Source: an optimization exercise on an open RTL-to-GDS flow (aim: small area and a short achievable clock period). Production flows keep margins and buffers that such runs may drop.
Where RTL was checked, it was by simulation tests only, not by an equivalence proof against the original.
The RTL of runs 1 and 4 to 7 was laid out without a check of its function.

**design/flow/constraint.sdc**
```tcl
create_clock -name core_clock -period 150.0 [get_ports {clk}]
set_input_delay 30.0000 -clock core_clock [delete_from_list [all_inputs] [get_ports {clk}]]
set_output_delay 30.0000 -clock core_clock [all_outputs]
set_load 0.01 [all_outputs]
```
**design/flow/config.mk**
```make
export PLATFORM = sky130hd
export DESIGN_NAME = mdu_ctrl
export DESIGN_NICKNAME = mdu_ctrl
export VERILOG_FILES = /design/flow/design.v
export SDC_FILE = /design/flow/constraint.sdc
export NUM_CORES = 4
export LEC_CHECK = 0
export CAP_MARGIN = 20
export CORE_MARGIN = 2
export CORE_UTILIZATION = 40
export SLEW_MARGIN = 20
```
**design/flow/design.v**
```verilog
package mdu_pkg;
    typedef enum logic [2:0] {
        OP_MULT  = 3'd0,
        OP_MULTU = 3'd1,
        OP_DIV   = 3'd2,
        OP_DIVU  = 3'd3,
        OP_MTHI  = 3'd4,
        OP_MTLO  = 3'd5,
        OP_NONE  = 3'd7
    } mdu_op_e;
    localparam int DEF_MULT_CYCLES = 5;
    localparam int DEF_DIV_CYCLES  = 10;
endpackage
module mdu_arith
#(
    parameter int LO   = 0,
    parameter int HI   = 35,
    parameter int MOFF = 0,
    parameter int DOFF = 3
) (
    input  logic [HI:LO] x,
    input  logic [32:0]  m,
    input  logic         one,
    input  logic         two,
    input  logic         dv,
    input  logic         neg,
    output logic [HI:LO] s
);
    logic [HI:LO]   y;
    logic [HI+1:LO] c;
    function automatic logic mbit(input logic [32:0] v, input int i);
        if (i < 0)       mbit = 1'b0;
        else if (i > 32) mbit = v[32];
        else             mbit = v[i];
    endfunction
    assign c[LO] = neg;
    for (genvar f = LO; f <= HI; f++) begin : g_bit
        assign y[f]   = neg ^ ((one & mbit(m, f - MOFF)) | (two & mbit(m, f - MOFF - 1)) |
                               (dv & mbit(m, f - DOFF)));
        assign s[f]   = x[f] ^ y[f] ^ c[f];
        assign c[f+1] = (x[f] & y[f]) | (x[f] & c[f]) | (y[f] & c[f]);
    end
endmodule
module mdu_ctrl
(
    input  logic        clk,
    input  logic        reset,
    input  logic        start,
    input  logic [2:0]  op,
    input  logic        we,
    input  logic [31:0] in1,
    input  logic [31:0] in2,
    output logic        busy,
    output logic [31:0] hi,
    output logic [31:0] lo
);
    logic        busy_q;
    logic [3:0]  cnt_q;
    logic [31:0] hi_q, lo_q;
    logic        mul_q;       
    logic        sgn_q;       
    logic        sa_q;        
    logic        bp_q;        
    logic [31:0] a_q;         
    logic [36:0] x_q;         
    logic [31:0] d_q;         
    logic [32:0] m;
    logic        sb;
    logic        first, last;
    logic [35:0] x1, s1;      
    logic [36:2] x2, s2;      
    logic [38:1] x3, s3;      
    logic [40:0] x4, s4;      
    logic        one1, one2, one3, one4;
    logic        two1, two2, two3, two4;
    logic        dv1, dv2, dv3, dv4;
    logic        neg1, neg2, neg3, neg4;
    logic        g1, g2, g3, g4;    
    logic        accept;
    logic        commit;
    logic        div0;
    logic        nq, nr;
    logic [31:0] a_neg;
    logic [31:0] r_fix;
    logic [31:0] r_res;
    assign m     = {sgn_q & d_q[31], d_q};
    assign sb    = sgn_q & d_q[31];
    assign first = (cnt_q == 4'd0);
    assign last  = mul_q ? (cnt_q == 4'd4) : (cnt_q == 4'd9);
    function automatic logic [2:0] booth(input logic b2, input logic b1, input logic b0);
        booth = {b1 ^ b0, (b2 & ~b1 & ~b0) | (~b2 & b1 & b0), b2 & ~(b1 & b0)};
    endfunction
    assign x1 = {x_q[35:4], mul_q ? x_q[3:0] : a_q[31:28]};
    assign x2 = {s1[35], s1[35:2]};
    assign x3 = {{2{s2[36]}}, s2[36:2], s1[1]};
    assign x4 = {{2{s3[38]}}, s3[38:1], s1[0]};
    assign g1 = ~s1[35];
    assign g2 = ~s2[34];
    assign g3 = ~s3[33];
    assign g4 = ~s4[32];
    always_comb begin
        {one1, two1, dv1, neg1} = 4'b0000;
        {one2, two2, dv2, neg2} = 4'b0000;
        {one3, two3, dv3, neg3} = 4'b0000;
        {one4, two4, dv4, neg4} = 4'b0000;
        if (mul_q) begin
            if (last) begin
                one1 = ~sgn_q & bp_q;
            end else begin
                {one1, two1, neg1} = booth(a_q[1], a_q[0], bp_q);
                {one2, two2, neg2} = booth(a_q[3], a_q[2], a_q[1]);
                {one3, two3, neg3} = booth(a_q[5], a_q[4], a_q[3]);
                {one4, two4, neg4} = booth(a_q[7], a_q[6], a_q[5]);
            end
        end else begin
            if (last) begin
                one3 = x_q[36];
                neg3 = sb;
            end else begin
                dv1 = 1'b1; neg1 = ~x_q[36] ^ sb;
                dv2 = 1'b1; neg2 = g1 ^ sb;
                dv3 = 1'b1; neg3 = g2 ^ sb;
                dv4 = 1'b1; neg4 = g3 ^ sb;
            end
        end
    end
    mdu_arith #(.LO(0), .HI(35), .MOFF(0), .DOFF(3)) u_s1 (.x(x1), .m(m), .one(one1), .two(two1), .dv(dv1), .neg(neg1), .s(s1));
    mdu_arith #(.LO(2), .HI(36), .MOFF(2), .DOFF(2)) u_s2 (.x(x2), .m(m), .one(one2), .two(two2), .dv(dv2), .neg(neg2), .s(s2));
    mdu_arith #(.LO(1), .HI(38), .MOFF(4), .DOFF(1)) u_s3 (.x(x3), .m(m), .one(one3), .two(two3), .dv(dv3), .neg(neg3), .s(s3));
    mdu_arith #(.LO(0), .HI(40), .MOFF(6), .DOFF(0)) u_s4 (.x(x4), .m(m), .one(one4), .two(two4), .dv(dv4), .neg(neg4), .s(s4));
    function automatic logic [31:0] cneg(input logic [31:0] v, input logic n);
        logic t;
        t = 1'b0;
        for (int i = 0; i < 32; i++) begin
            cneg[i] = v[i] ^ t;
            t = t | (n & v[i]);
        end
    endfunction
    assign nq    = first ? (sgn_q & a_q[31]) : (!mul_q && (sa_q ^ sb));
    assign a_neg = cneg(a_q, nq);
    assign nr    = !mul_q && sa_q;
    assign r_fix = cneg(s4[35:4], nr);
    assign r_res = mul_q ? s4[31:0] : r_fix;
    assign accept = !busy_q && start && (op[2] == 1'b0);
    assign div0   = !mul_q && (d_q == 32'd0);
    assign commit = busy_q && last && !div0;
    always_ff @(posedge clk or posedge reset) begin
        if (reset) begin
            busy_q <= 1'b0;
            cnt_q  <= 4'd0;
            hi_q   <= 32'd0;
            lo_q   <= 32'd0;
        end else begin
            if (busy_q) begin
                busy_q <= !last;
                cnt_q  <= cnt_q + 4'd1;
            end else begin
                busy_q <= accept;
                cnt_q  <= 4'd0;
            end
            if (commit) begin
                hi_q <= r_res;
                lo_q <= a_neg;
            end else if (!busy_q && !start && we) begin
                if (op == mdu_pkg::OP_MTHI) hi_q <= in1;
                if (op == mdu_pkg::OP_MTLO) lo_q <= in1;
            end
        end
    end
    always_ff @(posedge clk) begin
        if (!busy_q) begin
            mul_q <= !op[1];
            sgn_q <= !op[0];
            bp_q  <= 1'b0;
            a_q   <= in1;
            x_q   <= 37'd0;
            d_q   <= in2;
        end else if (mul_q) begin
            bp_q <= a_q[7];
            a_q  <= {s4[7:0], a_q[31:8]};
            x_q  <= {{4{s4[40]}}, s4[40:8]};
        end else if (first) begin
            sa_q <= sgn_q & a_q[31];
            a_q  <= a_neg;
        end else begin
            a_q  <= {a_q[27:0], g1, g2, g3, g4};
            x_q  <= {s4[32:0], 4'd0};
        end
    end
    assign busy = busy_q;
    assign hi   = hi_q;
    assign lo   = lo_q;
endmodule
```
**design/flow/run.sh**
```bash
#!/bin/bash
# synth_recipe.tcl (not shown) runs the flow's synth.tcl, then flattens the netlist and writes it again
# the make line also repeats each setting of config.mk as NAME=value (left out here)
make -C /OpenROAD-flow-scripts/flow DESIGN_CONFIG=/design/flow/config.mk WORK_HOME=/design/flow/orfs CLKGATE_MAP_FILE= SYNTH_SCRIPT=/design/flow/synth_recipe.tcl finish
```
==> impl_metrics.ini, run 1 <==
[drt]
drcViolationCount = 0
firstDrtPassIters = 12
vias = 13662
antenna_left = 0
drt_wl_total_mm = 50.3
vias_per_cell = 6.02
drtIter0Drc = 2204
routedWlPerCell_um = 22.2

[finish]
final_common_cell = nand2_1
final_nets = 1958
diodes = 0
utilization_pct = 46.5
drive_gt1_share_pct = 7.76
layout_common_cells = 164 x nand2_1, 142 x fa_1, 135 x clkdlybuf4s50_1
syn2layout_area_growth_pct = 14.6

[worst_setup_path]
crit_type = flop to flop
slowest_delay_ns = 0.71
cp-start-kind = flop
critPathSlowestCell = a2bb2oi_1
r2r_cells = 182
worstSetupEndpointType = flop
required_ns = 150.38
path_max_fanout = 157
cp_common_cell = fa_1
arrival_ns = 55.39

[yosys]
synth_nets = 1952
ys_warn_count = 5
synth_cell_types = 70
yosys_register_bits = 174
synth_area_per_cell_sq_um = 9.08
yosysSeqAreaShare_pct = 26.6
synthCells = 1733
synth_top_flop_cell = dfxtp_1
synth-edff-count = 36
syn_area_sq_um = 15700
async_flop_share_pct = 39.7

[sta]
period_minus_slack_ns = 55.01
timing.final.hold_violations = 0
fin_crit_sh_pct = 36.7
skew_ns = 0.0155
rsz0062_at_grt = false
setup_viol = 0
holdWs_ns = 0.460
tightest_slew_ns = 0.902
setup_tns_ns = 0
drv_slew = 0
max_freq_mhz = 18.2
max-slew-margin-rel_pct = 39.9

[die]
die-area_sq_um = 40900
rows = 72
die_h_um = 202
start_util_pct = 40.6
core_area_sq_um = 38700
dieWidth_um = 202
pin_count = 136

[clocking]
cts-root-buf = clkbuf_16
clkSinkCount = 174
postCtsHoldBufs = 0
cts-htree-levels = 4
cts_tree = yes
cts_buffers = 17
cts_buffer_depth = 2
cts_post_setup_buffers_inserted = 0
post_cts_resized = 0
clk_pin_slew_ns = 0.08
clock_latency_ns = 0.47

[worst_hold_path]
min_path_type = flop to flop
whs_path_depth = 2

[grt]
overflow = 0
antenna_found_initial = 1
gr-usage-all-layers_pct = 24.8
grt_pass1_wl_mm = 79.0
first_global_vias = 13324
grt_max_degree = 158

[placed_design]
place.gp.congestion = 0.876
portBuffers = 135
hpwlAfterDp_mm = 35.7

[outcome]
status = finished clean

[flow_run]
cap_violations = 0
cell usage after synthesis, types with 5 or more instances:
library cell / instances / area [sq um]
nand2_1: 166 / 623
clkbuf_1: 149 / 559
fa_1: 142 / 2840
xor2_1: 127 / 1110
nor2_1: 108 / 405
a21oi_1: 103 / 515
o21ai_0: 103 / 515
inv_1: 99 / 372
a222oi_1: 81 / 811
xnor2_1: 76 / 666
dfrtp_1: 69 / 1730
dfxtp_1: 69 / 1380
mux2_2: 47 / 529
o211ai_1: 39 / 293
a22oi_1: 36 / 270
edfxtp_1: 36 / 1080
mux2i_1: 29 / 290
a31oi_1: 20 / 125
buf_1: 19 / 71.3
a221oi_1: 17 / 149
nor3_1: 15 / 75.1
nand3_1: 14 / 70.1
nand2b_1: 12 / 75.1
nor4_1: 12 / 75.1
o31ai_1: 11 / 82.6
o22ai_1: 9 / 56.3
nand4_1: 8 / 50.1
or3_1: 8 / 50.1
buf_2: 7 / 35.0
nand3b_1: 7 / 52.6
o21a_1: 7 / 52.6
o41ai_1: 7 / 61.3
and3_1: 6 / 37.5
ha_1: 6 / 75.1
or4_1: 6 / 45.0
or2_2: 5 / 31.3
final cells by class:
type                            instances  area [sq um]
Timing Repair Buffer                  164          1580
Tap cell                              518           648
Inverter                              100           375
Fill cell                            3756         20700
Sequential cell                       174          4190
Multi-Input combinational cell       1282         10600
Clock buffer                           17           425
Clock inverter                         15           221
through the flow:
stage               cells  setup slack [ns]  instance area, sq um
finish               2270             94.99                 18000
global route         2270             92.93                 18000
CTS                  2270             95.05                 18000
detailed placement   2238             95.21                 17400
global placement     2238             96.01                 17400
floorplan            1733             98.22                 15700
worst max-delay path: cells and delay by family, from the launching register on:
kind | cells | cell delay, ns
adders and majority gates | 137 | 46.69
buffers and inverters | 27 | 3.32
AOI/OAI and AO/OA | 7 | 1.75
and+or+nand+nor | 5 | 1.00
xor gates and xnor gates | 6 | 1.60
DFF | 1 | 0.38
path summary, 6_finish.rpt:
path                            end   start  slack [ns]
setup / recovery            x_q[36]   mul_q       94.99
hold / removal               x_q[2]  x_q[2]        0.46
setup reg to reg            x_q[36]   mul_q       94.99
hold reg to reg              x_q[2]  x_q[2]        0.46
max in group asynchronous    busy_q   reset      119.23
min in group asynchronous  hi_q[11]   reset       30.13
state kept, by name (all words and copies together), names as in the netlist:
| register | flops |
|---|---|
| x_q | 37 |
| a_q | 32 |
| d_q | 32 |
| hi_q | 32 |
| lo_q | 32 |
| cnt_q | 4 |
| bp_q | 1 |
| busy_q | 1 |
| mul_q | 1 |
| sa_q | 1 |
| sgn_q | 1 |
metal layers:
metal  vias up  global-route usage, %  part of all wire, %
met5         -                      0                    0
met3        84                   4.24                  8.6
li1       6154                      -                    -
met4         0                   8.71                  3.0
met2       700                   38.6                   46
met1      6724                   34.8                   43
logic make-up (layout without fill, tap and decap cells):
family                   Yosys count  after routing  synth area share (%)
buffers and inverters            277            296                  6.72
XOR/XNOR                         203            203                  11.3
flip-flops                       174            174                  26.6
multiplexers                      76             76                  5.21
AO/OA/AOI/OAI                    463            463                  20.2
AND/OR/NAND/NOR                  392            392                  11.4
adder cells (fa/ha/maj)          148            148                  18.5
==> run 2, diff against run 1 <==
--- a/design/flow/design.v
+++ b/design/flow/design.v
@@ -16,7 +16,8 @@
     parameter int LO   = 0,
     parameter int HI   = 35,
     parameter int MOFF = 0,
-    parameter int DOFF = 3
+    parameter int DOFF = 3,
+    parameter int BLK  = 7
 ) (
     input  logic [HI:LO] x,
     input  logic [32:0]  m,
@@ -26,19 +27,45 @@
     input  logic         neg,
     output logic [HI:LO] s
 );
-    logic [HI:LO]   y;
-    logic [HI+1:LO] c;
+    localparam int W  = HI - LO + 1;
+    localparam int NB = (W + BLK - 1) / BLK;
+    logic [W-1:0] xv, yv, sv, gv, tv;
+    logic [W:0]   c;
+    logic [NB:0]  cb;
     function automatic logic mbit(input logic [32:0] v, input int i);
         if (i < 0)       mbit = 1'b0;
         else if (i > 32) mbit = v[32];
         else             mbit = v[i];
     endfunction
-    assign c[LO] = neg;
-    for (genvar f = LO; f <= HI; f++) begin : g_bit
-        assign y[f]   = neg ^ ((one & mbit(m, f - MOFF)) | (two & mbit(m, f - MOFF - 1)) |
-                               (dv & mbit(m, f - DOFF)));
-        assign s[f]   = x[f] ^ y[f] ^ c[f];
-        assign c[f+1] = (x[f] & y[f]) | (x[f] & c[f]) | (y[f] & c[f]);
+    assign xv = x;
+    assign s  = sv;
+    for (genvar f = LO; f <= HI; f++) begin : g_op
+        assign yv[f-LO] = neg ^ ((one & mbit(m, f - MOFF)) | (two & mbit(m, f - MOFF - 1)) |
+                                 (dv & mbit(m, f - DOFF)));
+    end
+    assign gv = xv & yv;
+    assign tv = xv | yv;
+    assign cb[0] = neg;
+    for (genvar b = 0; b < NB; b++) begin : g_blk
+        localparam int B0 = b * BLK;
+        localparam int B1 = (b * BLK + BLK - 1 < W - 1) ? b * BLK + BLK - 1 : W - 1;
+        logic gb, pb;
+        always_comb begin
+            gb = 1'b0;
+            pb = 1'b1;
+            for (int i = B0; i <= B1; i++) begin
+                gb = gv[i] | (tv[i] & gb);
+                pb = pb & tv[i];
+            end
+        end
+        assign cb[b+1] = gb | (pb & cb[b]);
+        assign c[B0] = cb[b];
+        for (genvar i = B0; i <= B1; i++) begin : g_fa
+            assign sv[i] = xv[i] ^ (yv[i] ^ c[i]);
+            if (i < B1) begin : g_c
+                assign c[i+1] = (xv[i] & yv[i]) | (xv[i] & c[i]) | (yv[i] & c[i]);
+            end
+        end
     end
 endmodule
 module mdu_ctrl
==> design/flow/flow/run.sh (new file) <==
#!/bin/bash
# Standard layout, but the port buffers use the smallest plain buffer.
set -e
cp standard.sh flow_standard_copy.txt
export BUFFER_PORTS_ARGS="-buffer_cell sky130_fd_sc_hd__buf_1"
bash standard.sh > standard.log 2>&1
==> design/flow/standard.sh (new file) <==
#!/bin/bash
# synth_recipe.tcl (not shown) runs the flow's synth.tcl, then flattens the netlist and writes it again
# the make line also repeats each setting of config.mk as NAME=value (left out here)
make -C /OpenROAD-flow-scripts/flow DESIGN_CONFIG=/design/flow/config.mk WORK_HOME=/design/flow/orfs CLKGATE_MAP_FILE= SYNTH_SCRIPT=/design/flow/synth_recipe.tcl "${@:-finish}"
removed: design/flow/run.sh
==> run 2 against run 1 <==
Still clean on timing, DRC and antenna. Critical path depth is 181 lower. Global-route usage is 2.7 points higher. Final area is 10% higher. Die area is 17% higher. Maximum frequency is 75% higher. Register-to-register slack better by 28 ns. Final cell count is 26% higher. Flip-flop and latch count stayed put. Setup slack better by 24 ns. Critical path type is now flop to output pin. Critical endpoint is now busy.
==> impl_metrics.ini, run 2 <==
[outcome]
status = finished clean

[worst_setup_path]
crit_type = flop to output pin
arrival_ns = 1.40
crit_buf_inv = 1
critPathSlowestCell = dfrtp_2
required_ns = 120.00
slowest_delay_ns = 0.70
cpLargestDelayFamily = flip-flops
path_max_fanout = 18
worstSetupEndpointType = output pin
cp-start-kind = flop
path_cells = buf_1

[worst_hold_path]
min_path_type = flop to flop

[die]
core_area_sq_um = 45400
dieWidth_um = 218
die-area_sq_um = 47700
die_h_um = 218
pin_count = 136
start_util_pct = 40.5
rows = 78

[finish]
seqCellArea_sq_um = 4190
final_nets = 2447
syn2layout_area_growth_pct = 7.77
fill_cells = 4552
diodes = 0
drive_gt1_share_pct = 6.33
layout_common_cells = 306 x nand2_1, 174 x nor2_1, 167 x o21ai_0
top_register = x_q
design_area_sq_um = 19800
final_common_cell = nand2_1
largest_register_ffs = 37
multiInputGateArea_sq_um = 13100

[drt]
drt_wl_total_mm = 65.2
vias = 17616
routedWlPerCell_um = 22.8
vias_per_cell = 6.16
firstDrtPassIters = 10
drtIter0Drc = 2120
drcViolationCount = 0
antenna_left = 0

[yosys]
synth_area_leaders = fa_1 13%, dfrtp_1 9.4%, xnor2_1 7.9%, dfxtp_1 7.5%, nand2_1 6.2%
synth_compound_area_share_pct = 25.2
synth_top_flop_cell = dfxtp_1
synth_xor_area_share_pct = 11.2
syn_area_sq_um = 18400
synthCells = 2236
synth_fa_ha_area_share_pct = 15.3
async_flop_share_pct = 39.7
synthSimpleGateAreaFrac_pct = 15.7
synth_cell_types = 100
yosysSeqAreaShare_pct = 22.8
synth_nets = 2436
synth_area_per_cell_sq_um = 8.23
synth_top_area_share_pct = 13.4
synth-edff-count = 36
synth.most_common_cell = nand2_1
ys_warn_count = 5
synth_top_family_by_area = compound AO/OA/AOI/OAI gates
muxShareOfSynthArea_pct = 3.20
synth_common_cells = 306 x nand2_1, 176 x nor2_1, 167 x o21ai_0, 166 x xnor2_1, 124 x inv_1
yosys_register_bits = 174
yosysTopAreaCell = fa_1

[sta]
setup_viol = 0
timing.final.hold_violations = 0
setup_tns_ns = 0
drv_slew = 0
period_minus_slack_ns = 31.40
max_freq_mhz = 31.8
fin_crit_sh_pct = 20.9
max-slew-margin-rel_pct = 28.8
skew_ns = 0.0146
tightest_slew_ns = 1.07
rsz0062_at_grt = false

[clocking]
postCtsHoldBufs = 0
post_cts_resized = 0
cts-htree-levels = 4
clkSinkCount = 174
cts-root-buf = clkbuf_16
clk_pin_slew_ns = 0.08
cts_buffer_depth = 2
cts_post_setup_buffers_inserted = 0
cts_buffers = 17
cts_tree = yes
clock_latency_ns = 0.50

[placed_design]
portBuffers = 135
place_area_sq_um = 19200
hpwlAfterDp_mm = 47.1
place.gp.congestion = 0.890

[grt]
first_global_vias = 16607
overflow = 0
grt_pass1_wl_mm = 100
grt_max_degree = 159
gr-usage-all-layers_pct = 27.5
antenna_found_initial = 0

[flow_run]
cap_violations = 0
[run 2: changes by cell type after synthesis, sizes merged, moves of 19 or more]
cell    delta
a222oi    -33
clkbuf    -30
inv       +27
xor2      -64
o21ai     +67
nand2    +141
fa        -19
maj3      +27
buf       +26
nor2      +68
xnor2     +91
a211oi    +39
[run 2: cells by family (layout without fill, tap and decap cells)]
family,Yosys count,after routing
flip-flops,174,174
buffers and inverters,299,323
adder cells (fa/ha/maj),156,156
XOR/XNOR,232,232
multiplexers,53,53
AO/OA/AOI/OAI,671,671
AND/OR/NAND/NOR,651,651
[run 2: per-stage QoR]
| stage | hold WS, ns | std cells | util (%) | worst slack (ns) |
|---|---|---|---|---|
| global route | 0.569 | 2860 | 43.7 | 118.56 |
| detailed placement | 0.489 | 2828 | 42.3 | 118.25 |
| global placement | 0.474 | 2828 | 42.3 | 118.29 |
| CTS | 0.523 | 2860 | 43.7 | 118.58 |
| floorplan | 0.451 | 2236 | - | 118.26 |
| finish | 0.532 | 2860 | 43.7 | 118.60 |
[run 2: metal layers]
layer / global-route usage [%] / share of wire [%] / vias to the layer above
li1: - / - / 8000
met1: 37.6 / 43 / 8625
met2: 44.1 / 46 / 877
met3: 4.31 / 8.5 / 114
met4: 9.41 / 3.1 / 0
met5: 0 / 0 / -
[run 2: area by class of cell]
| type | count | area share (%) |
|---|---|---|
| clock inverter | 14 | 0.865 |
| clock buffer | 18 | 2.22 |
| multi-input combinational | 1763 | 65.8 |
| sequential | 174 | 21.1 |
| tap | 600 | 3.79 |
| inverter | 126 | 2.39 |
| timing repair buffer | 165 | 3.76 |
[run 2: path summary, 6_finish.rpt]
| path | start | slack, ns | cells after the start | endpoint |
|---|---|---|---|---|
| worst max register to register | cnt_q[0] | 123.45 | 92 | hi_q[31] |
| worst max-delay path | busy_q | 118.60 | 1 | busy |
| max in group asynchronous | reset | 119.58 | 3 | busy_q |
| worst min-delay path | x_q[2] | 0.53 | 2 | x_q[2] |
| min in group asynchronous | reset | 29.76 | 3 | lo_q[20] |
| worst min register to register | x_q[2] | 0.53 | 2 | x_q[2] |
[run 2: worst min-delay path, cell delays in order, from the launching register on]
cell and delay [ns]:
dfxtp_1 0.34, a21oi_1 0.07, nor2_1 0.08
==> run 3, diff against run 2 <==
==> design/flow/run.sh (new file) <==
#!/bin/bash
# synth_recipe.tcl (not shown) runs the flow's synth.tcl, then flattens the netlist and writes it again
# the make line also repeats each setting of config.mk as NAME=value (left out here)
make -C /OpenROAD-flow-scripts/flow DESIGN_CONFIG=/design/flow/config.mk WORK_HOME=/design/flow/orfs CLKGATE_MAP_FILE= SYNTH_SCRIPT=/design/flow/synth_recipe.tcl finish
removed: design/flow/flow/run.sh
removed: design/flow/standard.sh
==> run 3 against run 2 <==
Still clean on timing, DRC and antenna. Global-route usage about the same. Final area rose by 4.3%. Maximum frequency down 1.2%. Core utilization grew 1.9 points. Routed wire length up 0.38%. Highest routed layer unchanged.
==> impl_metrics.ini, run 3 <==
[sta]
max-slew-margin-rel_pct = 31.2
setup_tns_ns = 0
period_minus_slack_ns = 31.79
max_freq_mhz = 31.5
timing.final.hold_violations = 0
fin_crit_sh_pct = 21.2
tightest_slew_ns = 1.03
drv_slew = 0
fin_ws_ns = 118.21
skew_ns = 0.0103
rsz0062_at_grt = false
setup_viol = 0

[clocking]
clock_latency_ns = 0.50
cts_buffer_depth = 2
post_cts_resized = 0
clk_pin_slew_ns = 0.08
cts_post_setup_buffers_inserted = 0
clkSinkCount = 174
cts-root-buf = clkbuf_16
cts_tree = yes
cts-htree-levels = 4
cts_buffers = 17
postCtsHoldBufs = 0

[yosys]
synthCells = 2236
syn_area_sq_um = 18400
yosysSeqAreaShare_pct = 22.8
ys_warn_count = 5
synth.most_common_cell = nand2_1
synth-edff-count = 36
synth_top_area_share_pct = 13.4
async_flop_share_pct = 39.7
synth_cell_types = 100
synth_area_per_cell_sq_um = 8.23
yosys_register_bits = 174
synth_area_leaders = fa_1 13%, dfrtp_1 9.4%, xnor2_1 7.9%, dfxtp_1 7.5%, nand2_1 6.2%
synth_common_cells = 306 x nand2_1, 176 x nor2_1, 167 x o21ai_0, 166 x xnor2_1, 124 x inv_1
synth_top_flop_cell = dfxtp_1
synth_nets = 2436
yosysTopAreaCell = fa_1

[drt]
drcViolationCount = 0
drtIter0Drc = 2231
vias_per_cell = 6.15
antenna_left = 0
routedWlPerCell_um = 22.9
firstDrtPassIters = 7
vias = 17564
drt_wl_total_mm = 65.5

[finish]
final_nets = 2445
top_register = x_q
fill_cells = 4505
drive_gt1_share_pct = 6.24
layout_common_cells = 306 x nand2_1, 174 x nor2_1, 167 x o21ai_0
final_common_cell = nand2_1
multiInputGateArea_sq_um = 13100
stdcell_count = 2858
syn2layout_area_growth_pct = 12.4
largest_register_ffs = 37
diodes = 0
seqCellArea_sq_um = 4190

[worst_setup_path]
r2r_cells = 89
regToRegStartpoint = d_q[31]
rrSetupSlack_ns = 124.05
path_cells = clkdlybuf4s50_1
worstSetupEndpointType = output pin
cpLargestDelayFamily = flip-flops
reg2reg_to = hi_q[31]
cp-start-kind = flop
crit_type = flop to output pin
critPathSlowestCell = dfrtp_2
required_ns = 120.00
arrival_ns = 1.79
crit_buf_inv = 1
slowest_delay_ns = 0.66
crit_start = busy_q
path_max_fanout = 13

[grt]
gr-usage-all-layers_pct = 27.5
grt_max_degree = 160
first_global_vias = 16532
use_met2_pct = 44.1
grt_pass1_wl_mm = 100
overflow = 0
met3_usage_pct = 4.79
antenna_found_initial = 1
met1_usage_pct = 37.7
grt_most_used_layer = met2

[die]
core_area_sq_um = 45400
rows = 78
die_h_um = 218
start_util_pct = 40.5
die-area_sq_um = 47700
pin_count = 136
dieWidth_um = 218

[placed_design]
dp.cells = 2826
hpwlAfterDp_mm = 47.4
place.gp.congestion = 0.923
preCtsSetupSlack_ns = 118.01
portBuffers = 135

[worst_hold_path]
min_path_type = flop to flop
min_to = x_q[3]
min-delay-start = x_q[3]
whs_path_depth = 2

[outcome]
status = finished clean

[flow_run]
cap_violations = 0
-- run 3: kinds of logic after synthesis --
group | Yosys count | share of synthesized area (%)
and+or+nand+nor | 651 | 15.7
muxes | 53 | 3.20
DFF | 174 | 22.8
adders and majority gates | 156 | 15.3
AOI/OAI and AO/OA | 671 | 25.2
xor gates and xnor gates | 232 | 11.2
buffers and inverters | 299 | 6.58
-- run 3: final cells by class --
cell class | count | share of cell area (%)
Multi-Input combinational cell | 1763 | 63.1
Clock inverter | 15 | 0.968
Timing Repair Buffer | 163 | 7.63
Inverter | 126 | 2.29
Tap cell | 600 | 3.63
Clock buffer | 17 | 2.06
Sequential cell | 174 | 20.3
-- run 3: worst max path at each step --
stage               endpoint  slack (ns)  cells past startpoint
detailed placement  lo_q[16]      118.01                      8
finish                  busy      118.21                      1
CTS                     busy      118.20                      1
global placement    lo_q[28]      118.08                      8
floorplan             busy_q      118.26                      1
global route            busy      118.18                      1
-- run 3: per-stage QoR --
| step | instance area, sq um | utilization [%] | hold slack, ns |
|---|---|---|---|
| 2_1_floorplan | 18400 | - | 0.451 |
| 3_3_place_gp | 20000 | 44.2 | 0.472 |
| 3_5_place_dp | 20000 | 44.2 | 0.484 |
| 4_1_cts | 20700 | 45.5 | 0.504 |
| 5_1_grt | 20700 | 45.6 | 0.526 |
| 6_report | 20700 | 45.6 | 0.505 |
-- run 3: routing by layer --
metal,up-vias,wire length (um)
met2,848,30400
met4,0,1650
met1,8625,27600
met3,90,5880
li1,8001,-
met5,-,0
==> run 4, diff against run 3 <==
--- a/design/flow/design.v
+++ b/design/flow/design.v
@@ -17,7 +17,9 @@
     parameter int HI   = 35,
     parameter int MOFF = 0,
     parameter int DOFF = 3,
-    parameter int BLK  = 7
+    parameter int TOP  = 35,    
+    parameter int F    = 6,     
+    parameter int BLK  = 7      
 ) (
     input  logic [HI:LO] x,
     input  logic [32:0]  m,
@@ -28,10 +30,11 @@
     output logic [HI:LO] s
 );
     localparam int W  = HI - LO + 1;
-    localparam int NB = (W + BLK - 1) / BLK;
+    localparam int T  = HI - LO;                   
+    localparam int NB = (T - F + BLK) / BLK;       
     logic [W-1:0] xv, yv, sv, gv, tv;
     logic [W:0]   c;
-    logic [NB:0]  cb;
+    logic [NB:0]  cb;                              
     function automatic logic mbit(input logic [32:0] v, input int i);
         if (i < 0)       mbit = 1'b0;
         else if (i > 32) mbit = v[32];
@@ -45,10 +48,9 @@
     end
     assign gv = xv & yv;
     assign tv = xv | yv;
-    assign cb[0] = neg;
-    for (genvar b = 0; b < NB; b++) begin : g_blk
-        localparam int B0 = b * BLK;
-        localparam int B1 = (b * BLK + BLK - 1 < W - 1) ? b * BLK + BLK - 1 : W - 1;
+    for (genvar b = 0; b < NB - 1; b++) begin : g_blk
+        localparam int B0 = F + b * BLK;
+        localparam int B1 = B0 + BLK - 1;
         logic gb, pb;
         always_comb begin
             gb = 1'b0;
@@ -59,12 +61,17 @@
             end
         end
         assign cb[b+1] = gb | (pb & cb[b]);
-        assign c[B0] = cb[b];
-        for (genvar i = B0; i <= B1; i++) begin : g_fa
-            assign sv[i] = xv[i] ^ (yv[i] ^ c[i]);
-            if (i < B1) begin : g_c
-                assign c[i+1] = (xv[i] & yv[i]) | (xv[i] & c[i]) | (yv[i] & c[i]);
-            end
+    end
+    assign c[0] = neg;
+    for (genvar i = 0; i < W; i++) begin : g_fa
+        assign sv[i] = xv[i] ^ (yv[i] ^ c[i]);
+        if (i + 1 >= F && i + 1 < F + NB * BLK && i + 1 <= T && ((i + 1 - F) % BLK) == 0) begin : g_cb
+            if (i + 1 == F) begin : g_first
+                assign cb[0] = (xv[i] & yv[i]) | (xv[i] & c[i]) | (yv[i] & c[i]);
+            end
+            assign c[i+1] = cb[(i + 1 - F) / BLK];
+        end else begin : g_c
+            assign c[i+1] = (xv[i] & yv[i]) | (xv[i] & c[i]) | (yv[i] & c[i]);
         end
     end
 endmodule
@@ -81,7 +88,8 @@
     output logic [31:0] hi,
     output logic [31:0] lo
 );
-    logic        busy_q;
+    logic        busy_q;      
+    logic        idle_q;      
     logic [3:0]  cnt_q;
     logic [31:0] hi_q, lo_q;
     logic        mul_q;       
@@ -151,10 +159,10 @@
             end
         end
     end
-    mdu_arith #(.LO(0), .HI(35), .MOFF(0), .DOFF(3)) u_s1 (.x(x1), .m(m), .one(one1), .two(two1), .dv(dv1), .neg(neg1), .s(s1));
-    mdu_arith #(.LO(2), .HI(36), .MOFF(2), .DOFF(2)) u_s2 (.x(x2), .m(m), .one(one2), .two(two2), .dv(dv2), .neg(neg2), .s(s2));
-    mdu_arith #(.LO(1), .HI(38), .MOFF(4), .DOFF(1)) u_s3 (.x(x3), .m(m), .one(one3), .two(two3), .dv(dv3), .neg(neg3), .s(s3));
-    mdu_arith #(.LO(0), .HI(40), .MOFF(6), .DOFF(0)) u_s4 (.x(x4), .m(m), .one(one4), .two(two4), .dv(dv4), .neg(neg4), .s(s4));
+    mdu_arith #(.LO(0), .HI(35), .MOFF(0), .DOFF(3), .TOP(35)) u_s1 (.x(x1), .m(m), .one(one1), .two(two1), .dv(dv1), .neg(neg1), .s(s1));
+    mdu_arith #(.LO(2), .HI(36), .MOFF(2), .DOFF(2), .TOP(34)) u_s2 (.x(x2), .m(m), .one(one2), .two(two2), .dv(dv2), .neg(neg2), .s(s2));
+    mdu_arith #(.LO(1), .HI(38), .MOFF(4), .DOFF(1), .TOP(33)) u_s3 (.x(x3), .m(m), .one(one3), .two(two3), .dv(dv3), .neg(neg3), .s(s3));
+    mdu_arith #(.LO(0), .HI(40), .MOFF(6), .DOFF(0), .TOP(32)) u_s4 (.x(x4), .m(m), .one(one4), .two(two4), .dv(dv4), .neg(neg4), .s(s4));
     function automatic logic [31:0] cneg(input logic [31:0] v, input logic n);
         logic t;
         t = 1'b0;
@@ -168,34 +176,37 @@
     assign nr    = !mul_q && sa_q;
     assign r_fix = cneg(s4[35:4], nr);
     assign r_res = mul_q ? s4[31:0] : r_fix;
-    assign accept = !busy_q && start && (op[2] == 1'b0);
+    assign accept = idle_q && start && (op[2] == 1'b0);
     assign div0   = !mul_q && (d_q == 32'd0);
-    assign commit = busy_q && last && !div0;
+    assign commit = !idle_q && last && !div0;
     always_ff @(posedge clk or posedge reset) begin
         if (reset) begin
             busy_q <= 1'b0;
+            idle_q <= 1'b1;
             cnt_q  <= 4'd0;
             hi_q   <= 32'd0;
             lo_q   <= 32'd0;
         end else begin
-            if (busy_q) begin
+            if (!idle_q) begin
                 busy_q <= !last;
+                idle_q <= last;
                 cnt_q  <= cnt_q + 4'd1;
             end else begin
                 busy_q <= accept;
+                idle_q <= !accept;
                 cnt_q  <= 4'd0;
             end
             if (commit) begin
                 hi_q <= r_res;
                 lo_q <= a_neg;
-            end else if (!busy_q && !start && we) begin
+            end else if (idle_q && !start && we) begin
                 if (op == mdu_pkg::OP_MTHI) hi_q <= in1;
                 if (op == mdu_pkg::OP_MTLO) lo_q <= in1;
             end
         end
     end
     always_ff @(posedge clk) begin
-        if (!busy_q) begin
+        if (idle_q) begin
             mul_q <= !op[1];
             sgn_q <= !op[0];
             bp_q  <= 1'b0;
==> design/flow/flow/run.sh (new file) <==
#!/bin/bash
# Standard layout, but the port buffers use the smallest plain buffer.
set -e
export BUFFER_PORTS_ARGS="-buffer_cell sky130_fd_sc_hd__buf_1"
bash standard.sh > standard.log 2>&1
==> design/flow/standard.sh (new file) <==
#!/bin/bash
# synth_recipe.tcl (not shown) runs the flow's synth.tcl, then flattens the netlist and writes it again
# the make line also repeats each setting of config.mk as NAME=value (left out here)
make -C /OpenROAD-flow-scripts/flow DESIGN_CONFIG=/design/flow/config.mk WORK_HOME=/design/flow/orfs CLKGATE_MAP_FILE= SYNTH_SCRIPT=/design/flow/synth_recipe.tcl "${@:-finish}"
--- a/design/flow/config.mk
+++ b/design/flow/config.mk
@@ -5,6 +5,7 @@
 export SDC_FILE = /design/flow/constraint.sdc
 export NUM_CORES = 4
 export LEC_CHECK = 0
+export ABC_AREA = 1
 export CAP_MARGIN = 20
 export CORE_MARGIN = 2
 export CORE_UTILIZATION = 40
removed: design/flow/run.sh
==> run 4 against run 3 <==
Still clean on timing, DRC and antenna. Non-clock buffer count is 2 lower. Synthesized cell count hardly changed. Sequential share of layout area is 2.3 points higher. Synthesized area is 6.5% lower. Flip-flop and latch count is 1 higher. Global-route usage is 0.54 points lower. First-iteration DRC count is 19% lower. Worst hold slack worse by 0.033 ns. Core utilization is 1.2 points lower. Clock-buffer cell count stayed put. Die area is 6.4% lower. Critical path type is now input pin to flop. Highest routed layer unchanged.
==> impl_metrics.ini, run 4 <==
[grt]
gr-usage-all-layers_pct = 27.0
grt_pass1_wl_mm = 92.5
antenna_found_initial = 0
grt_max_degree = 73
first_global_vias = 15904
overflow = 0

[placed_design]
place.gp.congestion = 0.922
preCtsSetupSlack_ns = 117.37
portBuffers = 135
dp.cells = 2829
hpwlAfterDp_mm = 44.2

[drt]
vias_per_cell = 5.75
drcViolationCount = 0
vias = 16443
drtIter0Drc = 1811
antenna_left = 0
firstDrtPassIters = 5
drt_wl_total_mm = 58.9
routedWlPerCell_um = 20.6

[finish]
final_nets = 2513
final_common_cell = nand2_1
syn2layout_area_growth_pct = 8.88
stdcell_count = 2862
top_register = x_q
layout_common_cells = 505 x nand2_1, 313 x inv_1, 160 x xor2_1
drive_gt1_share_pct = 6.63
largest_register_ffs = 37
diodes = 0

[clocking]
cts_tree = yes
postCtsHoldBufs = 0
cts_buffer_depth = 2
post_cts_resized = 0
clock_latency_ns = 0.51
clk_pin_slew_ns = 0.09
clkSinkCount = 175
cts_post_setup_buffers_inserted = 0
cts-root-buf = clkbuf_16
cts_buffers = 17
cts-htree-levels = 4

[yosys]
synth_area_per_cell_sq_um = 7.68
synth_nets = 2441
synth_top_flop_cell = dfxtp_1
yosysTopAreaCell = fa_1
synth_top_area_share_pct = 14.7
yosys_register_bits = 175
yosysSeqAreaShare_pct = 24.5
ys_warn_count = 5
async_flop_share_pct = 40.0
synth-edff-count = 36
synth_common_cells = 507 x nand2_1, 315 x inv_1, 160 x xor2_1, 133 x o221ai_1, 126 x fa_1
synthCells = 2238
synth_cell_types = 61
syn_area_sq_um = 17200
synth.most_common_cell = nand2_1
synth_area_leaders = fa_1 15%, nand2_1 11%, dfrtp_1 10%, xor2_1 8.1%, dfxtp_1 8.0%

[sta]
drv_slew = 0
timing.final.hold_violations = 0
setup_tns_ns = 0
rsz0062_at_grt = false
period_minus_slack_ns = 32.16
max_freq_mhz = 31.1
max-slew-margin-rel_pct = 29.5
fin_crit_sh_pct = 21.4
setup_viol = 0
skew_ns = 0.0184
tightest_slew_ns = 1.05
fin_ws_ns = 117.84
holdWs_ns = 0.472

[worst_setup_path]
cp_common_cell = nand2_1
required_ns = 150.41
worstSetupEndpointType = flop
cpLargestDelayFamily = simple AND/OR/NAND/NOR gates
path_max_fanout = 23
regToRegStartpoint = mul_q
critPathSlowestCell = nor2_2
path_cells = buf_1, nor2_1, nand2_1, nor3_1, nand2_1, inv_1, nor2_2, buf_4, nand2_1, o211ai_1
crit_buf_inv = 3
slowest_delay_ns = 0.67
crit_type = input pin to flop
cp-start-kind = input pin
crit_start = start
arrival_ns = 32.57

[outcome]
status = finished clean

[worst_hold_path]
min_path_type = flop to flop
min-delay-start = x_q[12]

[die]
rows = 75
dieWidth_um = 211
core_area_sq_um = 42200
start_util_pct = 40.7
die_h_um = 211
pin_count = 136
die-area_sq_um = 44700

[flow_run]
cap_violations = 0
[run 4: final cells by class]
type / count / area (sq um)
Clock buffer: 17 / 425
Clock inverter: 15 / 186
Fill cell: 4329 / 23500
Inverter: 353 / 1330
Multi-Input combinational cell: 1602 / 11200
Sequential cell: 175 / 4220
Tap cell: 539 / 674
Timing Repair Buffer: 161 / 722
[run 4: stage by stage]
step / cell area [sq um] / utilization [%]
2_1_floorplan: 17200 / -
3_3_place_gp: 18100 / 42.8
3_5_place_dp: 18100 / 42.8
4_1_cts: 18700 / 44.3
5_1_grt: 18700 / 44.3
6_report: 18700 / 44.3
[run 4: worst paths after layout]
| check | endpoint | slack [ns] | cells past startpoint |
|---|---|---|---|
| max | hi_q[23] | 117.84 | 10 |
| min | x_q[12] | 0.47 | 2 |
| max reg2reg | hi_q[22] | 118.99 | 142 |
| min reg2reg | x_q[12] | 0.47 | 2 |
| max in group asynchronous | hi_q[23] | 119.67 | 3 |
| min in group asynchronous | hi_q[10] | 29.75 | 3 |
[run 4: logic make-up (layout without fill, tap and decap cells)]
| kind of cell | Yosys count | count (layout) | synth area share (%) |
|---|---|---|---|
| and+or+nand+nor | 777 | 777 | 19.5 |
| DFF | 175 | 175 | 24.5 |
| adders and majority gates | 132 | 132 | 15.1 |
| AOI/OAI and AO/OA | 496 | 496 | 19.7 |
| xor gates and xnor gates | 197 | 197 | 10.6 |
| buffers and inverters | 461 | 546 | 10.6 |
[run 4: tightest hold or removal path: stages (launching register included)]
cell,delay [ns]
dfxtp_1,0.32
nand2_1,0.06
a21oi_1,0.05
[run 4: per-layer routing]
layer	part of all wire, %	GRT usage, %	vias up
met5	0	0	-
met4	2.9	10.2	0
met3	7.9	3.77	82
met2	45	42.1	718
met1	44	38.1	8026
li1	-	-	7617
==> run 5, diff against run 4 <==
--- a/design/flow/config.mk
+++ b/design/flow/config.mk
@@ -9,4 +9,4 @@
 export CAP_MARGIN = 20
 export CORE_MARGIN = 2
 export CORE_UTILIZATION = 40
-export SLEW_MARGIN = 20
+export SLEW_MARGIN = 70
==> run 5 against run 4 <==
Maximum frequency rose by 2.8%. Largest cell class unchanged. Sequential share of layout area fell by 0.34 points. Routed wire length fell by 0.14%. Final area rose by 1.5%. Register-to-register slack improved by 1.9 ns. Highest routed layer unchanged. Die area did not move.
==> impl_metrics.ini, run 5 <==
[grt]
antenna_found_initial = 1
overflow = 0
grt_pass1_wl_mm = 91.1
first_global_vias = 15636
gr-usage-all-layers_pct = 26.9
grt_max_degree = 68

[finish]
syn2layout_area_growth_pct = 10.5
final_common_cell = nand2_1
seqCellArea_sq_um = 4220
fill_cells = 4291
multiInputGateArea_sq_um = 11300
largest_register_ffs = 37
top_register = x_q
final_nets = 2519
layout_common_cells = 503 x nand2_1, 308 x inv_1, 154 x xor2_1
drive_gt1_share_pct = 7.60

[worst_setup_path]
slowest_delay_ns = 0.33
arrival_ns = 31.65
required_ns = 150.38
critPathSlowestCell = inv_1
path_cells = buf_1, nor2_1, nand2_1, nor3_2, nand2_4, inv_1, nor2_4, buf_4, nand2_1, o211ai_1
crit_type = input pin to flop
worstSetupEndpointType = flop
cp_common_cell = nand2_1
path_max_fanout = 23
cp-start-kind = input pin

[drt]
wl_met3_mm = 4.65
routedWlPerCell_um = 20.5
drtIter0Drc = 1835
highest_layer = met4
vias_per_cell = 5.76
drcViolationCount = 0
antenna_left = 0
met2_length_mm = 26.2
firstDrtPassIters = 6
wl_met1_mm = 26.0
vias = 16521
drt_wl_total_mm = 58.8

[worst_hold_path]
min_path_type = flop to flop

[yosys]
syn_area_sq_um = 17200
synth_common_cells = 507 x nand2_1, 315 x inv_1, 160 x xor2_1, 133 x o221ai_1, 126 x fa_1
synth_area_per_cell_sq_um = 7.68
ys_warn_count = 5
synth_area_leaders = fa_1 15%, nand2_1 11%, dfrtp_1 10%, xor2_1 8.1%, dfxtp_1 8.0%
yosys_register_bits = 175
yosysTopAreaCell = fa_1
yosysSeqAreaShare_pct = 24.5
synthCells = 2238
synth-edff-count = 36
synth_top_flop_cell = dfxtp_1
synth_top_area_share_pct = 14.7
synth_cell_types = 61
synth.most_common_cell = nand2_1
async_flop_share_pct = 40.0
synth_nets = 2441

[placed_design]
hpwlAfterDp_mm = 44.5
portBuffers = 135
place.gp.congestion = 0.922
preCtsSetupSlack_ns = 117.99

[clocking]
cts_post_setup_buffers_inserted = 0
post_cts_resized = 0
clkSinkCount = 175
cts_tree = yes
clk_pin_slew_ns = 0.09
clock_latency_ns = 0.51
cts-htree-levels = 4
postCtsHoldBufs = 0
cts_buffer_depth = 2
cts-root-buf = clkbuf_16
cts_buffers = 17

[sta]
rsz0062_at_grt = false
skew_ns = 0.0180
timing.final.hold_violations = 0
fin_ws_ns = 118.73
setup_tns_ns = 0
max_freq_mhz = 32.0
fin_crit_sh_pct = 20.8
period_minus_slack_ns = 31.27
tightest_slew_ns = 0.444
setup_viol = 0
drv_slew = 0
max-slew-margin-rel_pct = 70.1

[die]
rows = 75
dieWidth_um = 211
start_util_pct = 40.7
pin_count = 136
core_area_sq_um = 42200
die_h_um = 211
die-area_sq_um = 44700

[outcome]
status = finished clean

[flow_run]
cap_violations = 0
## run 5: stage by stage
stage | utilization, % | cell area [sq um] | hold slack (ns) | cells
detailed placement | 43.2 | 18300 | 0.462 | 2831
global placement | 42.8 | 18100 | 0.454 | 2829
finish | 45.0 | 19000 | 0.479 | 2869
floorplan | - | 17200 | 0.441 | 2238
CTS | 44.6 | 18800 | 0.477 | 2863
global route | 45.0 | 19000 | 0.506 | 2868
## run 5: layout make-up
class / count / area share, %
inverters: 353 / 7.02
clock inverters: 15 / 0.875
clock buffers: 17 / 2.24
multi-input cells: 1602 / 59.4
well taps: 539 / 3.55
repair buffers: 167 / 4.73
flip-flops and latches: 175 / 22.2
diodes: 1 / 0.0132
## run 5: metal layers
metal | track usage [%] | up-vias
li1 | - | 7632
met1 | 37.5 | 8035
met2 | 41.1 | 760
met3 | 4.78 | 94
met4 | 11.0 | 0
met5 | 0 | -
## run 5: worst paths after layout
check | end | start | cells after the start | slack, ns
worst min register to register | x_q[3] | x_q[3] | 2 | 0.48
min in group asynchronous | hi_q[13] | reset | 3 | 29.49
worst max-delay path | hi_q[27] | start | 10 | 118.73
worst min-delay path | x_q[3] | x_q[3] | 2 | 0.48
max in group asynchronous | hi_q[27] | reset | 4 | 120.01
worst max register to register | hi_q[26] | mul_q | 145 | 120.87
## run 5: worst max-delay path, delay by kind of cell
family                 cells  cell delay (ns)
AO/OA/AOI/OAI              1             0.09
buffers and inverters      3             0.65
AND/OR/NAND/NOR            6             0.88
## run 5: cell families (layout without fill, tap and decap cells)
| kind of cell | count (synthesis) | in the layout | share of synthesized area [%] |
|---|---|---|---|
| AO/OA/AOI/OAI | 496 | 496 | 19.7 |
| XOR/XNOR | 197 | 197 | 10.6 |
| adder cells (fa/ha/maj) | 132 | 132 | 15.1 |
| buffers and inverters | 461 | 552 | 10.6 |
| flip-flops | 175 | 175 | 24.5 |
| other | 0 | 1 | 0 |
| AND/OR/NAND/NOR | 777 | 777 | 19.5 |
==> run 6, diff against run 5 <==
--- a/design/flow/config.mk
+++ b/design/flow/config.mk
@@ -9,4 +9,5 @@
 export CAP_MARGIN = 20
 export CORE_MARGIN = 2
 export CORE_UTILIZATION = 40
-export SLEW_MARGIN = 70
+export CTS_BUF_LIST = sky130_fd_sc_hd__clkbuf_8
+export SLEW_MARGIN = 20
==> run 6 against run 5 <==
Still clean on timing, DRC and antenna. Routed wire length about the same. Die area unchanged. Core utilization is 1.2 points lower. Sequential share of layout area up 0.61 points. Flip-flop and latch count unchanged. Via count fell by 0.98%. Clock skew up 0.011 ns. Critical path type unchanged. Highest routed layer unchanged.
==> impl_metrics.ini, run 6 <==
[outcome]
status = finished clean

[yosys]
synth.most_common_cell = nand2_1
synth-edff-count = 36
yosysTopAreaCell = fa_1
synth_common_cells = 507 x nand2_1, 315 x inv_1, 160 x xor2_1, 133 x o221ai_1, 126 x fa_1
yosysSeqAreaShare_pct = 24.5
syn_area_sq_um = 17200
synth_area_leaders = fa_1 15%, nand2_1 11%, dfrtp_1 10%, xor2_1 8.1%, dfxtp_1 8.0%
synth_area_per_cell_sq_um = 7.68
synth_cell_types = 61
yosys_register_bits = 175
async_flop_share_pct = 40.0
synth_nets = 2441
synthCells = 2238
synth_top_area_share_pct = 14.7
ys_warn_count = 5
synth_top_flop_cell = dfxtp_1

[worst_setup_path]
reg2reg_to = hi_q[22]
crit_end = hi_q[23]
r2r_cells = 142
rrSetupSlack_ns = 118.97
path_max_fanout = 23
worstSetupEndpointType = flop
regToRegStartpoint = mul_q
arrival_ns = 32.61
crit_start = start
required_ns = 150.48
cp-start-kind = input pin
crit_type = input pin to flop

[clocking]
cts_buffer_depth = 2
post_cts_resized = 0
clock_latency_ns = 0.58
clkSinkCount = 175
cts_buffers = 17
postCtsHoldBufs = 0
cts_tree = yes
cts-htree-levels = 4
cts_post_setup_buffers_inserted = 0
clk_pin_slew_ns = 0.12
cts-root-buf = clkbuf_8

[drt]
wl_met3_mm = 4.63
highest_layer = met4
routedWlPerCell_um = 20.5
wl_met1_mm = 26.4
antenna_left = 0
vias = 16359
firstDrtPassIters = 6
drcViolationCount = 0
vias_per_cell = 5.72
met2_length_mm = 26.2
drtIter0Drc = 1807
drt_wl_total_mm = 58.8

[die]
core_area_sq_um = 42200
dieWidth_um = 211
die-area_sq_um = 44700
pin_count = 136
rows = 75
start_util_pct = 40.7
die_h_um = 211

[finish]
top_register = x_q
stdcell_count = 2861
design_area_sq_um = 18500
diodes = 0
syn2layout_area_growth_pct = 7.60
utilization_pct = 43.8
drive_gt1_share_pct = 6.59
final_common_cell = nand2_1
final_nets = 2512
largest_register_ffs = 37
layout_common_cells = 505 x nand2_1, 313 x inv_1, 160 x xor2_1

[placed_design]
place.gp.congestion = 0.922
portBuffers = 135
preCtsSetupSlack_ns = 117.37
dp.cells = 2829
place_area_sq_um = 18100
hpwlAfterDp_mm = 44.2

[sta]
tightest_slew_ns = 1.08
fin_ws_ns = 117.87
max-slew-margin-rel_pct = 28.0
drv_slew = 0
rsz0062_at_grt = false
period_minus_slack_ns = 32.13
fin_crit_sh_pct = 21.4
setup_viol = 0
holdWs_ns = 0.478
setup_tns_ns = 0
max_freq_mhz = 31.1
timing.final.hold_violations = 0
skew_ns = 0.0294

[grt]
first_global_vias = 15854
antenna_found_initial = 0
overflow = 0
gr-usage-all-layers_pct = 26.9
grt_pass1_wl_mm = 92.2
grt_max_degree = 73

[worst_hold_path]
min_path_type = flop to flop

[flow_run]
cap_violations = 0
==> run 6: cell counts after synthesis <==
No cell type changed its count.
==> run 6: layer usage <==
layer | track usage [%] | up-vias
li1 | - | 7617
met1 | 38.0 | 7971
met2 | 41.9 | 678
met3 | 4.33 | 93
met4 | 9.11 | 0
met5 | 0 | -
==> run 6: cell type report <==
type / instances / area [sq um]
timing repair buffer: 160 / 694
inverter: 353 / 1330
tap: 539 / 674
multi-input combinational: 1602 / 11200
sequential: 175 / 4220
clock buffer: 17 / 234
fill: 4364 / 23700
clock inverter: 15 / 186
==> run 6: logic make-up (layout without fill, tap and decap cells) <==
group,Yosys count,in the layout,synth area share (%)
DFF,175,175,24.5
adders and majority gates,132,132,15.1
and+or+nand+nor,777,777,19.5
buffers and inverters,461,545,10.6
AOI/OAI and AO/OA,496,496,19.7
xor gates and xnor gates,197,197,10.6
==> run 6: worst max-delay path, cell delays in order <==
cell	delay [ns]
buf_1	0.09
nor2_1	0.05
nand2_1	0.05
nor3_1	0.05
nand2_1	0.69
inv_1	0.37
nor2_2	0.67
buf_4	0.40
nand2_1	0.09
o211ai_1	0.11
==> run 6: worst min path at each step <==
stage | startpoint | to | slack, ns | cells after the start
finish | x_q[12] | x_q[12] | 0.48 | 2
global route | x_q[12] | x_q[12] | 0.50 | 2
CTS | x_q[12] | x_q[12] | 0.48 | 2
detailed placement | x_q[0] | x_q[0] | 0.46 | 2
global placement | x_q[3] | x_q[3] | 0.45 | 2
floorplan | x_q[3] | x_q[3] | 0.44 | 2
==> run 7, diff against run 6 <==
--- a/design/flow/config.mk
+++ b/design/flow/config.mk
@@ -9,5 +9,4 @@
 export CAP_MARGIN = 20
 export CORE_MARGIN = 2
 export CORE_UTILIZATION = 40
-export CTS_BUF_LIST = sky130_fd_sc_hd__clkbuf_8
-export SLEW_MARGIN = 20
+export SLEW_MARGIN = 85
==> run 7 against run 6 <==
Via count rose by 8.5%. Synthesized area stayed put. Clock skew shrank 0.011 ns. Final cell count is 5.8% higher. Still clean on timing, DRC and antenna. Die area stayed put. Worst hold slack lost 0.0081 ns. Synthesized cell count is the same. Clock-buffer cell count stayed put.
==> impl_metrics.ini, run 7 <==
[outcome]
status = finished clean

[worst_hold_path]
whs_path_depth = 2
min_to = x_q[0]
min-delay-start = x_q[0]
min_path_type = flop to flop

[sta]
max-slew-margin-rel_pct = 84.0
rsz0062_at_grt = false
timing.final.hold_violations = 0
fin_crit_sh_pct = 21.0
drv_slew = 0
setup_tns_ns = 0
max_freq_mhz = 31.7
fin_ws_ns = 118.47
setup_viol = 0
period_minus_slack_ns = 31.53
tightest_slew_ns = 0.240
skew_ns = 0.0182

[yosys]
yosysSeqAreaShare_pct = 24.5
synth_cell_types = 61
synth_top_family_by_area = compound AO/OA/AOI/OAI gates
yosysTopAreaCell = fa_1
synth_area_per_cell_sq_um = 7.68
synth_fa_ha_area_share_pct = 15.1
synth.most_common_cell = nand2_1
muxShareOfSynthArea_pct = 0
synth_compound_area_share_pct = 19.7
synth_top_flop_cell = dfxtp_1
syn_area_sq_um = 17200
synth_xor_area_share_pct = 10.6
synthSimpleGateAreaFrac_pct = 19.5
synthCells = 2238
synth_common_cells = 507 x nand2_1, 315 x inv_1, 160 x xor2_1, 133 x o221ai_1, 126 x fa_1
synth_area_leaders = fa_1 15%, nand2_1 11%, dfrtp_1 10%, xor2_1 8.1%, dfxtp_1 8.0%
async_flop_share_pct = 40.0
ys_warn_count = 5
synth_nets = 2441
synth-edff-count = 36
yosys_register_bits = 175
synth_top_area_share_pct = 14.7

[worst_setup_path]
crit_type = input pin to flop
worstSetupEndpointType = flop
path_cells = buf_1, nor2_1, nand2_1, nor3_2, clkdlybuf4s50_1, nand2_4, buf_4, inv_4, nor2_4, buf_2, buf_6, nand2_1, o211ai_1
cp-start-kind = input pin
arrival_ns = 31.87
crit_buf_inv = 6
critPathSlowestCell = clkdlybuf4s50_1
rrSetupSlack_ns = 121.72
path_max_fanout = 23
slowest_delay_ns = 0.55
reg2reg_to = hi_q[31]
required_ns = 150.34
cp_common_cell = nand2_1
cpLargestDelayFamily = buffers and inverters
r2r_cells = 148
regToRegStartpoint = mul_q

[finish]
top_register = x_q
syn2layout_area_growth_pct = 40.7
layout_common_cells = 454 x nand2_1, 293 x inv_1, 156 x buf_1
stdcell_count = 3028
design_area_sq_um = 24200
largest_register_ffs = 37
final_common_cell = nand2_1
final_nets = 2679
drive_gt1_share_pct = 28.3
utilization_pct = 57.3
diodes = 0

[placed_design]
place.gp.congestion = 0.922
hpwlAfterDp_mm = 49.5
preCtsSetupSlack_ns = 118.02
place_area_sq_um = 21900
dp.cells = 2946
portBuffers = 135

[clocking]
cts_post_setup_buffers_inserted = 0
postCtsHoldBufs = 0
clkSinkCount = 175
cts_buffer_depth = 2
clk_pin_slew_ns = 0.08
cts-root-buf = clkbuf_16
cts_buffers = 17
cts-htree-levels = 4
clock_latency_ns = 0.48
cts_tree = yes
post_cts_resized = 0

[grt]
grt_pass1_wl_mm = 97.2
grt_max_degree = 37
first_global_vias = 16956
overflow = 0
antenna_found_initial = 0
gr-usage-all-layers_pct = 28.3

[drt]
drtIter0Drc = 1864
firstDrtPassIters = 5
drt_wl_total_mm = 64.7
antenna_left = 0
vias = 17752
drcViolationCount = 0
vias_per_cell = 5.86
routedWlPerCell_um = 21.4

[die]
die-area_sq_um = 44700
dieWidth_um = 211
pin_count = 136
core_area_sq_um = 42200
die_h_um = 211
start_util_pct = 40.7
rows = 75

[flow_run]
cap_violations = 0
-- run 7: final cells by class --
cell class / count / area, sq um
Clock buffer: 17 / 425
Sequential cell: 175 / 4250
Tap cell: 539 / 674
Multi-Input combinational cell: 1602 / 14600
Clock inverter: 15 / 178
Inverter: 353 / 1500
Fill cell: 3524 / 18000
Timing Repair Buffer: 327 / 2620
-- run 7: tightest hold or removal path, delay by kind of cell, from the launching register on --
family	cells	cell delay (ns)
buffers and inverters	1	0.06
AOI/OAI and AO/OA	1	0.07
DFF	1	0.30
-- run 7: metal layers --
layer,global-route usage [%],part of all wire [%],vias up
li1,-,-,7958
met1,38.5,41,8753
met2,45.5,47,876
met3,4.82,7.9,165
met4,9.98,3.6,0
met5,0,0,-
-- run 7: logic make-up (layout without fill, tap and decap cells) --
kind of cell,Yosys count,in the layout
buffers and inverters,461,712
adder cells (fa/ha/maj),132,132
AND/OR/NAND/NOR,777,777
XOR/XNOR,197,197
flip-flops,175,175
AO/OA/AOI/OAI,496,496
-- run 7: metrics by stage --
stage / hold WS [ns]
after floorplan: 0.441
after global placement: 0.454
after detailed placement: 0.459
after CTS: 0.473
after global routing: 0.492
final: 0.470
-- run 7: worst max-delay path by stage --
stage               startpoint  endpoint  slack (ns)  cells past startpoint
floorplan                reset    busy_q      118.23                      1
global placement         start  hi_q[27]      117.42                     10
detailed placement       start  hi_q[23]      118.02                     13
CTS                      start  hi_q[23]      118.51                     13
global route             start  hi_q[19]      118.33                     13
finish                   start  hi_q[23]      118.47                     13

## static timing again, ports no longer ideal
Ports are ideal in the flow. The routed layouts listed here were re-timed in OpenROAD. Step 1: set_driving_cell puts a clkbuf_16 on clk and a buf_2 on each other input, an assumption about the parent block. Step 2 adds t to the input delays and takes it off the output delays; t is the mean of the earliest and latest rising clock arrival at the registers after step 1. Input paths then give back, and output paths get back, about the clock's delay inside the block. Slacks: ideal ports / drivers / drivers and shift; pairs: ideal ports / drivers.
run	shift t [ns]	slack for setup (ns)	worst data-port slew with drivers (ns)	cell pins on the clock port's net
run 1	0.516	94.991 / 94.991 / 94.991	0.05	1
run 2	0.556	118.596 / 118.534 / 118.249	0.07	1
run 3	0.550	118.209 / 118.152 / 118.021	0.06	1
run 4	0.558	117.839 / 117.873 / 117.315	0.05	1
run 5	0.555	118.729 / 118.763 / 118.208	0.05	1
run 6	0.619	117.867 / 117.896 / 117.277	0.05	1
run 7	0.528	118.470 / 118.506 / 117.977	0.04	1
After both steps every run listed still meets setup and hold. The setup slack of run 6, which loses most, moves by +0.029 ns with the drivers and by -0.590 ns with both steps.
